This design comes from an exercise in tuning for small area, a short achievable clock period and few clock cycles on the open sky130 flow, not from production work.
Only simulation tests tie the RTL to the original design; equivalence was not proved.
Power figures rest on the tool's default switching activity, not on a simulated workload.

===== design/flow/design.v =====
package aidp_pkg;
  localparam int CAPACITY = 32;
  localparam int POS_W    = 6;
  localparam int DATA_W   = 32;
  localparam int STAT_W   = 3;
  localparam int IDX_W    = 5;
  localparam int CNT_W    = 6;
  localparam logic OP_INSERT = 1'b0;
  localparam logic OP_DELETE = 1'b1;
  localparam logic [STAT_W-1:0] ST_ELEMENT    = 3'd0;
  localparam logic [STAT_W-1:0] ST_EMPTY      = 3'd1;
  localparam logic [STAT_W-1:0] ST_BAD_INSERT = 3'd2;
  localparam logic [STAT_W-1:0] ST_BAD_DELETE = 3'd3;
  localparam logic [STAT_W-1:0] ST_FULL       = 3'd4;
endpackage
module array_insert_delete_at_position_unit (
  input  logic                                clk,
  input  logic                                rst_n,
  input  logic                                in_valid,
  output logic                                in_ready,
  input  logic                                in_op,
  input  logic [aidp_pkg::POS_W-1:0]          in_position,
  input  logic signed [aidp_pkg::DATA_W-1:0]  in_value,
  output logic                                out_valid,
  input  logic                                out_ready,
  output logic [aidp_pkg::STAT_W-1:0]         out_status,
  output logic signed [aidp_pkg::DATA_W-1:0]  out_element,
  output logic                                out_last
);
  localparam int W = aidp_pkg::DATA_W;
  logic [W-1:0] ring [aidp_pkg::CAPACITY];
  logic [W-1:0] hold_r;                
  logic [2:0]   lsel;                  
  logic [4:0]   pc;                    
  logic [5:0]   cnt;                   
  logic         ains, adel;            
  logic [5:0]   pp;                    
  logic [5:0]   ec;                    
  logic         owe;
  logic [4:0]   ko;                    
  logic         errp;
  logic [2:0]   errs;
  logic         cb_v, ins_pend, in_ready_r;
  logic         cb_op;
  logic [5:0]   cb_pos;
  logic [W-1:0] cb_val;
  logic         d_single, d_empty, d_p1;
  logic [2:0]   d_stat;
  logic         out_valid_r;
  logic [2:0]   out_status_r;
  logic [W-1:0] out_element_r;
  logic         out_last_r;
  logic bnd, can_start, start_ins, start_del, start;
  assign bnd       = (pc == 5'd0);
  assign can_start = cb_v && !d_single && !owe && !errp && bnd;
  assign start_ins = can_start && (cb_op == aidp_pkg::OP_INSERT);
  assign start_del = can_start && (cb_op == aidp_pkg::OP_DELETE);
  assign start     = can_start;
  logic       grow, shrink;
  logic [2:0] lsel_eff;
  assign grow   = start_ins && (cnt == {1'b0, lsel, 2'b11} + 6'd1);
  assign shrink = bnd && (cnt != 6'd0) && (lsel != 3'd0) && (cnt <= {1'b0, lsel, 2'b00})
                  && !(start_ins && (cnt == {1'b0, lsel, 2'b00}));
  always_comb begin
    if (start_ins && (cnt == 6'd0)) lsel_eff = 3'd0;
    else if (grow)                  lsel_eff = lsel + 3'd1;
    else if (shrink)                lsel_eff = lsel - 3'd1;
    else                            lsel_eff = lsel;
  end
  localparam logic [1:0] Y_S0 = 2'd0;
  localparam logic [1:0] Y_S1 = 2'd1;
  localparam logic [1:0] Y_H  = 2'd2;
  localparam logic [1:0] Y_V  = 2'd3;
  logic [1:0]   ysel;
  logic [W-1:0] y;
  logic [5:0]   pc6;
  assign pc6 = {1'b0, pc};
  always_comb begin
    if (start) begin
      if (d_p1) ysel = (cb_op == aidp_pkg::OP_INSERT) ? Y_V : Y_S1;
      else      ysel = Y_S0;
    end else if (ains) begin
      if (pc6 < pp)       ysel = Y_S0;
      else if (pc6 == pp) ysel = Y_V;
      else                ysel = Y_H;
    end else if (adel && pc6 >= pp) begin
      ysel = Y_S1;
    end else begin
      ysel = Y_S0;
    end
  end
  always_comb begin
    case (ysel)
      Y_S0:    y = ring[0];
      Y_S1:    y = ring[1];
      Y_H:     y = hold_r;
      default: y = cb_val;
    endcase
  end
  for (genvar i = 0; i < aidp_pkg::CAPACITY; i++) begin : g_ring
    if (i == aidp_pkg::CAPACITY - 1) begin : g_top
      always_ff @(posedge clk) ring[i] <= y;
    end else if ((i % 4) == 3) begin : g_entry
      always_ff @(posedge clk) ring[i] <= (lsel_eff == 3'(i / 4)) ? y : ring[i + 1];
    end else begin : g_shift
      always_ff @(posedge clk) ring[i] <= ring[i + 1];
    end
  end
  always_ff @(posedge clk) hold_r <= ring[0];
  logic out_free, prod_el, prod_err, el_last;
  logic [4:0] el_idx;
  logic [5:0] cnt_new;
  assign out_free = !out_valid_r || out_ready;
  assign cnt_new  = start_ins ? cnt + 6'd1 : (start_del ? cnt - 6'd1 : cnt);
  assign el_idx   = start ? 5'd0 : ko;
  assign el_last  = ({1'b0, el_idx} + 6'd1 == cnt_new);
  assign prod_el  = out_free && (start || (owe && (pc == ko)));
  assign prod_err = out_free && errp && !owe;
  logic take_single, take, cb_busy_n;
  assign take_single = cb_v && d_single && !errp && (!d_empty || !owe);
  assign take        = in_valid && in_ready_r;
  assign cb_busy_n   = take || (cb_v && !start && !take_single)
                       || (start_ins && !d_p1)
                       || (ins_pend && !(ains && pc6 == pp));
  always_ff @(posedge clk) begin
    if (!rst_n) begin
      lsel        <= 3'd0;
      pc          <= 5'd0;
      cnt         <= 6'd0;
      ains        <= 1'b0;
      adel        <= 1'b0;
      owe         <= 1'b0;
      errp        <= 1'b0;
      cb_v        <= 1'b0;
      ins_pend    <= 1'b0;
      in_ready_r  <= 1'b1;
      out_valid_r <= 1'b0;
    end else begin
      lsel <= lsel_eff;
      if (cnt_new == 6'd0 || (take_single && d_empty)) pc <= 5'd0;
      else if (pc == {lsel_eff, 2'b11})                 pc <= 5'd0;
      else                                              pc <= pc + 5'd1;
      if (ains && pc6 == ec) ains <= 1'b0;
      if (adel && pc6 == ec) adel <= 1'b0;
      if (start) begin
        pp  <= cb_pos - 6'd1;
        cnt <= cnt_new;
        if (start_ins) begin
          ec   <= cnt;
          ains <= (cnt != 6'd0);
        end else begin
          ec   <= cnt - 6'd2;
          adel <= (cnt > 6'd2);
        end
      end
      if (start) begin
        owe <= 1'b1;
        ko  <= 5'd0;
      end
      if (prod_el) begin
        owe <= !el_last;
        ko  <= el_idx + 5'd1;
      end
      if (prod_err) errp <= 1'b0;
      if (take_single) begin
        errp <= 1'b1;
        errs <= d_stat;
        if (d_empty) cnt <= 6'd0;
      end
      cb_v       <= take || (cb_v && !start && !take_single);
      ins_pend   <= (start_ins && !d_p1) || (ins_pend && !(ains && pc6 == pp));
      in_ready_r <= !cb_busy_n;
      if (prod_el || prod_err) out_valid_r <= 1'b1;
      else if (out_ready)      out_valid_r <= 1'b0;
    end
  end
  always_ff @(posedge clk) begin
    if (take) begin
      cb_op  <= in_op;
      cb_pos <= in_position;
      cb_val <= in_value;
      d_p1   <= (in_position == 6'd1);
      if (in_op == aidp_pkg::OP_INSERT) begin
        d_empty <= 1'b0;
        if (in_position == 6'd0 || {1'b0, in_position} > {1'b0, cnt} + 7'd1) begin
          d_single <= 1'b1;
          d_stat   <= aidp_pkg::ST_BAD_INSERT;
        end else if (cnt == 6'd32) begin
          d_single <= 1'b1;
          d_stat   <= aidp_pkg::ST_FULL;
        end else begin
          d_single <= 1'b0;
          d_stat   <= aidp_pkg::ST_FULL;
        end
      end else begin
        if (in_position == 6'd0 || in_position > cnt) begin
          d_single <= 1'b1;
          d_empty  <= 1'b0;
          d_stat   <= aidp_pkg::ST_BAD_DELETE;
        end else if (cnt == 6'd1) begin
          d_single <= 1'b1;
          d_empty  <= 1'b1;
          d_stat   <= aidp_pkg::ST_EMPTY;
        end else begin
          d_single <= 1'b0;
          d_empty  <= 1'b0;
          d_stat   <= aidp_pkg::ST_EMPTY;
        end
      end
    end
  end
  always_ff @(posedge clk) begin
    if (prod_el) begin
      out_status_r  <= aidp_pkg::ST_ELEMENT;
      out_element_r <= y;
      out_last_r    <= el_last;
    end else if (prod_err) begin
      out_status_r  <= errs;
      out_element_r <= '0;
      out_last_r    <= 1'b1;
    end
  end
  assign in_ready    = in_ready_r;
  assign out_valid   = out_valid_r;
  assign out_status  = out_status_r;
  assign out_element = out_element_r;
  assign out_last    = out_last_r;
endmodule

===== design/flow/run.sh =====
#!/bin/bash
# synth_recipe.tcl (not shown) runs the flow's synth.tcl, then flattens the netlist and writes it again
# the make line also repeats each setting of config.mk as NAME=value (left out here)
make -C /OpenROAD-flow-scripts/flow DESIGN_CONFIG=/design/flow/config.mk WORK_HOME=/design/flow/orfs CLKGATE_MAP_FILE= SYNTH_SCRIPT=/design/flow/synth_recipe.tcl finish

===== design/flow/config.mk =====
export PLATFORM = sky130hd
export DESIGN_NAME = array_insert_delete_at_position_unit
export DESIGN_NICKNAME = array_insert_delete_at_position_unit
export VERILOG_FILES = /design/flow/design.v
export SDC_FILE = /design/flow/constraint.sdc
export NUM_CORES = 4
export LEC_CHECK = 0
export CAP_MARGIN = 20
export CORE_MARGIN = 2
export CORE_UTILIZATION = 45
export PLACE_DENSITY = 0.6
export SLEW_MARGIN = 20

===== design/flow/constraint.sdc =====
create_clock -name core_clock -period 5.0 [get_ports {clk}]
set_input_delay 1.0000 -clock core_clock [delete_from_list [all_inputs] [get_ports {clk}]]
set_output_delay 1.0000 -clock core_clock [all_outputs]
set_load 0.01 [all_outputs]

==> impl_results.md <==
- Status: no timing/DRC/antenna violations
- Cells after Synth: 1918
- Final Max Tran Viols: 0
- Post-route ant nets: 0
- Vias post-DR: 14.0k
- Global Route met3 Usage: 2.99%
- First-pass GRT wire length: 79100 µm
- Seq pwr share: 52.4%
- Die ar.: 70700 µm²
- CTS tree: built
- Met1 GRT Util: 19.6%
- Number of synthesized register bits: 1178
- Leak Pwr: 0.0150 µW
- Setup bufs post-CTS: 0
- 1st-pass router iterations: 6
- Most common cell on crit path: mux2_1
- Crit. End Element: register
- Mean Syn Cell Area: 16.1 µm²
- Largest net degree at the start of global routing: 37
- Synthesis Warnings: 2
- Post-layout minimum cycle time: 4.27 ns
- Area taken by multi-input logic gates: 6020 µm²
- VDD IR max: 0.267 mV
- Nets: 2162
- CP delay by family, top: simple AND/OR/NAND/NOR gates
- Num ports: 81
- Top FF cell, synth: dfxtp_1
- Kind of critical path: register to register
- Final worst-path cycle share: 85.3%
- Worst-path clk slew: 0.07 ns
- Slowest CP cell: nand3_2
- Resize count post-CTS: 0
- Starting Density: 45.2%
- Port Buf Inserts: 80
- Hold Slack: 0.317 ns
- Pwr dens: 510 nW/µm²
- Slew HR: 30.3%
- Total GRT Usage: 14.3%
- Combinational power share: 3.1%
- Total gr overflow: 0
- Remaining DRCs: 0
- Maximum clock rate: 234 MHz
- WP data required: 5.53 ns
- Num CTS Buffers: 107
- Max Clock Skew: 0.0168 ns
- Worst hold-check path type: register to register
- WP buf/inv: 2
- Initial antenna violation count: 0
- Sink Count: 1178
- Vias per std cell: 4.56
- Internal cell power: 14800 µW
- P_sw: 3790 µW
- Routed wire length: 49900 µm
- Final Hold Viols: 0
- Number of fill cells: 5495
- Commonest non-fill, non-tap cell in the layout: dfxtp_1
- Sw Share: 20.4%
- Met2 Usage GRT: 22.7%
- RSZ-0062 raised after global routing: false
- Initial DRC count: 638
- # hold bufs at CTS: 0
- Final Util: 53.5%
- Synth Net Count: 1995
- Startpoint types: register
- Vias in the first global route: 14.4k
- FP Rows: 96
- Die H: 266 µm
- Clk buf depth: 3
- Final setup viols: 0
- Critical path arrival: 4.80 ns
- Async set or reset register ratio after synthesis: 0%
- Routability congestion estimate from global placement: 0.807
- Setup tns final: 0 ns
- EDFF count, synth: 97
- WL per Instance: 16.3 µm
- Crit-path max FO: 17
- Worst slew pin tran: 1.02 ns
- Root buf cell: clkbuf_16
- Core ar.: 68200 µm²
- Register Area: 24600 µm²
- Clk network pwr share: 44.5%
- Share of the yosys chip area belonging to registers: 79.6%
- Critical path, cell by cell: inv_1 -> ha_1 -> nor2b_1 -> nand4_1 -> mux2_1 -> nor4_1 -> nor3_1 -> nor3_4 -> nand3_2 -> buf_4 -> mux2_1
- Max Cap Viol: 0
- Share of cells above drive strength 1: 18.6%
- Most frequent cells in the layout: 1081 x dfxtp_1, 175 x mux2_2, 114 x clkbuf_16
- Die width: 266 µm
- CP max stage delay: 0.61 ns
- CTS H-tree depth: 3
- Synthesized area: 30900 µm²
- Gr busiest metal: met2
- Hpwl dp: 30000 µm
- Clock latency on the worst-skew pair: 0.65 ns
- Synth unique cells: 58
- Area delta synth->final: 18.4%
[power by group through the flow]
stage               Clock (µW)  Sequential (µW)  Combinational (µW)
global route              8870             9760                 633
CTS                       8500             9750                 590
detailed placement           0             9960                 588
finish                    8280             9750                 579
floorplan                    0             9950                 325
global placement             0             9960                 579
[path summary, 6_finish.rpt]
path | end | slack [ns] | cells after the start | start
hold reg to reg | ring[25][3] | 0.32 | 0 | ring[26][3]
setup reg to reg | ring[27][23] | 0.73 | 11 | cnt[0]
setup / recovery | ring[27][23] | 0.73 | 11 | cnt[0]
hold / removal | ring[25][3] | 0.32 | 0 | ring[26][3]
[area by class of cell]
cell class	instances	area share, %
Sequential cell	1178	67.2
Tap cell	882	3.02
Multi-Input combinational cell	659	16.5
Clock buffer	159	8.99
Inverter	33	0.339
Timing Repair Buffer	106	2.76
Clock inverter	40	1.18
Antenna cell	1	0.00685
[worst register-to-register path, delay by kind of cell (launching register included)]
kind	cells	cell delay [ns]
adders and majority gates	1	0.30
buffers and inverters	2	0.66
DFF	1	0.55
muxes	2	0.73
and+or+nand+nor	6	1.91
[Yosys cell counts, drive strengths merged (5+ instances only)]
cell,count,area [µm²]
edfxtp,97,2910
nand2,18,67.6
nor2,34,128
dfxtp,1081,21600
mux2,227,2560
or3,5,31.3
buf,33,184
nor3,19,138
a21oi,14,70.1
o21a,10,75.1
nor4,9,56.3
a211oi,7,57.6
and2,38,238
clkbuf,15,56.3
ha,34,425
xor2,13,114
nand4,7,43.8
xnor2,30,263
nor2b,6,37.5
and3,6,37.5
inv,32,120
mux2i,102,1020
o21ai,15,75.1
nand3,18,95.1
[cell families (layout without fill, tap and decap cells)]
family	after synthesis	count (layout)	synth area share, %
xor gates and xnor gates	44	44	1.29
other	0	1	0
AOI/OAI and AO/OA	69	69	1.46
adders and majority gates	34	34	1.38
buffers and inverters	81	338	1.18
muxes	329	329	11.6
and+or+nand+nor	183	183	3.51
DFF	1178	1178	79.6
[metrics by stage]
step	std cells	total power, µW	area, µm²	worst slack (ns)
global route	3057	19300	36500	0.400
finish	3058	18600	36500	0.733
floorplan	1918	10300	30900	1.78
global placement	2858	10500	32800	0.757
CTS	3057	18800	36500	0.651
detailed placement	2858	10500	32800	0.678
[metal layers]
| metal | vias to the layer above | wire length, µm |
|---|---|---|
| met5 | - | 0 |
| li1 | 6846 | - |
| met4 | 0 | 1230 |
| met3 | 107 | 1850 |
| met1 | 6781 | 24300 |
| met2 | 225 | 22400 |
[state kept, by name, summed over array words and instances, names as in the netlist, 3 cells and up]
register,count
pc,5
ec,6
pp,6
cnt,6
hold_r,32
lsel,3
cb_val,32
d_stat,3
out_status_r,3
errs,3
ko,5
cb_pos,6
ring,1024
out_element_r,32
Testbench counts, summed over its fixed seeds: cycles 45,598.

-- what the ideal ports hide --
How much do the figures lean on ideal ports? The routed layout below was timed once more, with nothing changed but the port constraints. Step 1, drivers: a clkbuf_16 drives clk and a buf_2 each remaining input, both assumed. Step 2, shift: input delay + t, output delay - t, t = (earliest + latest rising clock arrival at the registers) / 2. This alone moves slack from input paths to output paths. Slacks: ideal ports / drivers / drivers and shift; pairs: ideal ports / drivers.
t, ns: 0.704
slack for setup (ns): 0.733 / 0.733 / 0.733
worst hold slack (ns): 0.317 / 0.317 / 0.317
worst setup path at the end: register to register
cell pins on the clock port's net: 1
After both steps setup and hold are still met in this run. For this run, drivers alone change the setup slack by 0.000 ns; drivers and shift together by 0.000 ns.
